Source: an optimization exercise on an open RTL-to-GDS flow (aim: small area). Production flows keep margins and buffers that such runs may drop. At most, simulation tests tie the RTL to the original design; equivalence was not proved. Power is estimated from default activity; no workload was simulated.

==> flow/design.v <==
package fix_pkg;
	typedef logic [4*8-1:0] fix_tag_t;
	typedef logic [32*8-1:0] fix_value_t;
	typedef logic [5:0] fix_len_t;
	typedef enum logic [1:0] {
		kind_tag   = 2'd0,
		kind_sep   = 2'd1,
		kind_value = 2'd2,
		kind_end   = 2'd3
	} fix_byte_kind_e;
endpackage
`timescale 1ns/1ps
module fix_parser_top (
	input  logic         clk,
	input  logic         rst,
	input  logic [7:0]   byte_i,
	input  logic         byte_valid_i,
	output logic         field_valid_o,
	output logic [31:0]  tag_o,
	output logic [255:0] value_o,
	output logic [5:0]   value_len_o,
	output logic         overflow_o,
	output logic         start_of_header_o,
	output logic         end_of_body_o,
	output logic         msg_done_o,
	output logic         checksum_ok_o,
	output logic [7:0]   checksum_calc_o,
	output logic [7:0]   checksum_recv_o
);
	logic [7:0] lex_byte;
	logic       lex_strobe;
	logic       value_mode;
	always_ff @(posedge clk) begin
		lex_byte <= byte_i;
		lex_strobe <= byte_valid_i && !rst;
	end
	logic act;
	logic is_soh;
	logic is_eq;
	logic tag_char;
	logic val_char;
	assign act = lex_strobe && !rst;
	assign is_soh = (lex_byte == 8'h01);
	assign is_eq = (lex_byte == 8'h3D);
	assign tag_char = act && !is_soh && !value_mode && !is_eq;
	assign val_char = act && !is_soh && value_mode;
	always_ff @(posedge clk) begin
		if (rst) begin
			value_mode <= 1'b0;
		end else if (lex_strobe) begin
			if (is_soh) begin
				value_mode <= 1'b0;
			end else if (is_eq) begin
				value_mode <= 1'b1;
			end
		end
	end
	logic clr;
	assign clr = field_valid_o || rst;
	logic tag_hold;
	logic tag_move;
	assign tag_hold = !tag_char && !clr;
	assign tag_move = tag_char && !clr;
	always_ff @(posedge clk) begin
		tag_o[31:8] <= (tag_o[31:8] & {24{tag_hold}}) | (tag_o[23:0] & {24{tag_move}});
		tag_o[7:0] <= (tag_o[7:0] & {8{tag_hold}}) | (lex_byte & {8{tag_char}});
	end
	logic [7:0] wr_data;
	assign wr_data = clr ? 8'd0 : lex_byte;
	logic [31:0] byte_we;
	always_comb begin
		for (int i = 0; i < 32; i++) begin
			byte_we[i] = val_char && !value_len_o[5] && value_len_o[4:0] == 5'(i);
		end
	end
	always_ff @(posedge clk) begin
		for (int i = 0; i < 32; i++) begin
			value_o[8*i +: 8] <= (value_o[8*i +: 8] & {8{!clr}}) | (lex_byte & {8{byte_we[i]}});
		end
	end
	always_ff @(posedge clk) begin
		if (clr) begin
			value_len_o <= '0;
			overflow_o <= 1'b0;
		end else if (val_char) begin
			if (value_len_o[5]) begin
				overflow_o <= 1'b1;
			end else begin
				value_len_o <= value_len_o + 6'd1;
			end
		end
	end
	logic tag_hdr;
	logic tag_trl;
	assign tag_hdr = (tag_o == 32'h00000038);
	assign tag_trl = (tag_o == 32'h00003130);
	always_ff @(posedge clk) begin
		field_valid_o <= act && is_soh;
		msg_done_o <= field_valid_o && tag_trl && !rst;
	end
	assign start_of_header_o = field_valid_o && tag_hdr;
	assign end_of_body_o = field_valid_o && tag_trl;
	logic [7:0] field_sum;
	logic [7:0] total;
	logic [7:0] sum_in;
	logic [7:0] sum_out;
	assign sum_in = is_soh ? total : lex_byte;
	assign sum_out = field_sum + sum_in;
	always_ff @(posedge clk) begin
		if (rst) begin
			field_sum <= 8'd1;
			total <= '0;
		end else if (lex_strobe) begin
			if (is_soh) begin
				field_sum <= 8'd1;
				if (field_valid_o || !tag_trl) begin
					total <= (tag_hdr && !field_valid_o) ? field_sum : sum_out;
				end
			end else begin
				field_sum <= sum_out;
			end
		end
	end
	assign checksum_calc_o = total - {7'd0, field_valid_o};
	logic [3:0] d0, d1, d2;
	assign d0 = value_o[3:0];
	assign d1 = value_o[11:8];
	assign d2 = value_o[19:16];
	logic digits_ok;
	assign digits_ok = (value_len_o[5:2] == 4'd0) &&
		(value_o[7:4] == 4'h3) && (d0 < 4'd10) &&
		(value_o[15:12] == 4'h3) && (d1 < 4'd10) &&
		(value_o[23:20] == 4'h3) && (d2 < 4'd10);
	logic [7:0] r;
	assign r = {d0, 6'd0} + {d0, 5'd0} + {d0, 2'd0} + {d1, 3'd0} + {d1, 1'd0} + d2;
	logic below_256;
	assign below_256 = (d0 < 4'd2) || (d0 == 4'd2 && (d1 < 4'd5 || (d1 == 4'd5 && d2 < 4'd6)));
	always_ff @(posedge clk) begin
		checksum_recv_o <= r;
		checksum_ok_o <= digits_ok && below_256 && (r == total);
	end
endmodule
export LEC_CHECK = 0
export CAP_MARGIN = 20
export CORE_MARGIN = 2
export CORE_UTILIZATION = 40
export SLEW_MARGIN = 20
create_clock -name core_clock -period 5.0 [get_ports {clk}]
standard.sh (not shown) runs the stock make flow with config.mk's settings and CLKGATE_MAP_FILE= SYNTH_SCRIPT=/design/flow/synth_recipe.tcl, a recipe that flattens the netlist after the stock synthesis.
==> flow/flow/run.sh <==
#!/bin/bash
# standard layout with: an area-oriented ABC script in synthesis, the smallest
# buffer on the ports, and a lighter clock tree
set -euo pipefail
here=$(pwd)
export FLOW_SYNTH_TCL="$here/synth_recipe.tcl"
export AREA_ABC_SCRIPT="$here/flow/area.abc"
export BUFFER_PORTS_ARGS="-buffer_cell sky130_fd_sc_hd__buf_1"
export CTS_ARGS="-sink_clustering_enable -repair_clock_nets -dont_use_dummy_load -buf_list sky130_fd_sc_hd__clkbuf_8 -sink_clustering_size 16 -sink_clustering_max_diameter 100"
sed "s#SYNTH_SCRIPT=[^ ]*#SYNTH_SCRIPT=$here/flow/synth_area.tcl#" standard.sh > my_standard.sh
grep -q "SYNTH_SCRIPT=$here/flow/synth_area.tcl" my_standard.sh
bash my_standard.sh > make_flow.log 2>&1
==> flow/flow/area.abc <==
&get -n
&st
&dch -f
&nf -R 1000
&put
==> flow/flow/synth_area.tcl <==
# The standard synthesis script, with an area-oriented ABC script for
# the combinational mapping; registers and names are left as they are
proc abc {args} {
  set i [lsearch -exact $args -script]
  if {$i >= 0} { lset args [expr {$i + 1}] $::env(AREA_ABC_SCRIPT) }
  yosys abc {*}$args
}
source $::env(FLOW_SYNTH_TCL)
The first run finished clean.
Then changed:
--- a/flow/design.v
+++ b/flow/design.v
@@ -54,31 +54,26 @@
 				value_mode <= 1'b1;
 			end
 		end
 	end
 	logic clr;
 	assign clr = field_valid_o || rst;
-	logic tag_hold;
-	logic tag_move;
-	assign tag_hold = !tag_char && !clr;
-	assign tag_move = tag_char && !clr;
 	always_ff @(posedge clk) begin
-		tag_o[31:8] <= (tag_o[31:8] & {24{tag_hold}}) | (tag_o[23:0] & {24{tag_move}});
-		tag_o[7:0] <= (tag_o[7:0] & {8{tag_hold}}) | (lex_byte & {8{tag_char}});
+		if (tag_char) begin
+			tag_o <= {clr ? 24'd0 : tag_o[23:0], lex_byte};
+		end else if (clr) begin
+			tag_o <= '0;
+		end
 	end
 	logic [7:0] wr_data;
 	assign wr_data = clr ? 8'd0 : lex_byte;
-	logic [31:0] byte_we;
-	always_comb begin
-		for (int i = 0; i < 32; i++) begin
-			byte_we[i] = val_char && !value_len_o[5] && value_len_o[4:0] == 5'(i);
-		end
-	end
 	always_ff @(posedge clk) begin
 		for (int i = 0; i < 32; i++) begin
-			value_o[8*i +: 8] <= (value_o[8*i +: 8] & {8{!clr}}) | (lex_byte & {8{byte_we[i]}});
+			if (clr || (val_char && !value_len_o[5] && value_len_o[4:0] == 5'(i))) begin
+				value_o[8*i +: 8] <= wr_data;
+			end
 		end
 	end
 	always_ff @(posedge clk) begin
 		if (clr) begin
 			value_len_o <= '0;
 			overflow_o <= 1'b0;
=> The changed run finished with timing, DRC and antenna clean. Worst setup slack is better by 200 ps. Power increases by 24%. Fmax increases by 5.8%. Cell area increases by 6.5%. Clock-buffer cell count stays the same. Wire length decreases by 9.5%. Clock power hardly moves. Die area increases by 5.8%. Hold slack is better by 49 ps. Global-route usage decreases by 2.8 points. Via count decreases by 20%. Clock skew increases by 21 ps.
The RTL of the second run of this note was laid out without a check of its function.

re-timing with driven ports:
The flow's constraints put no driver on any port. The routed layouts listed below were extracted and timed again, unchanged, in two steps. Step 1, drivers: a clkbuf_16 drives clk and a buf_2 each remaining input, both assumed. Step 2, shift: input delay + t, output delay - t, t = (earliest + latest rising clock arrival at the registers) / 2. This alone moves slack from input paths to output paths. Three values: ideal, step 1, step 2; two values: the first two.
run	t (ns)	slack for setup (ns)	slew at the worst register clock pin (ns)
the first run	0.594	1.271 / 1.271 / 1.217	0.11 / 0.11
the second run	0.589	1.476 / 1.437 / 1.481	0.11 / 0.11
After both steps every run listed still meets setup and hold. The setup slack of the first run, which loses most, moves by 0.000 ns with the drivers and by -0.054 ns with both steps.
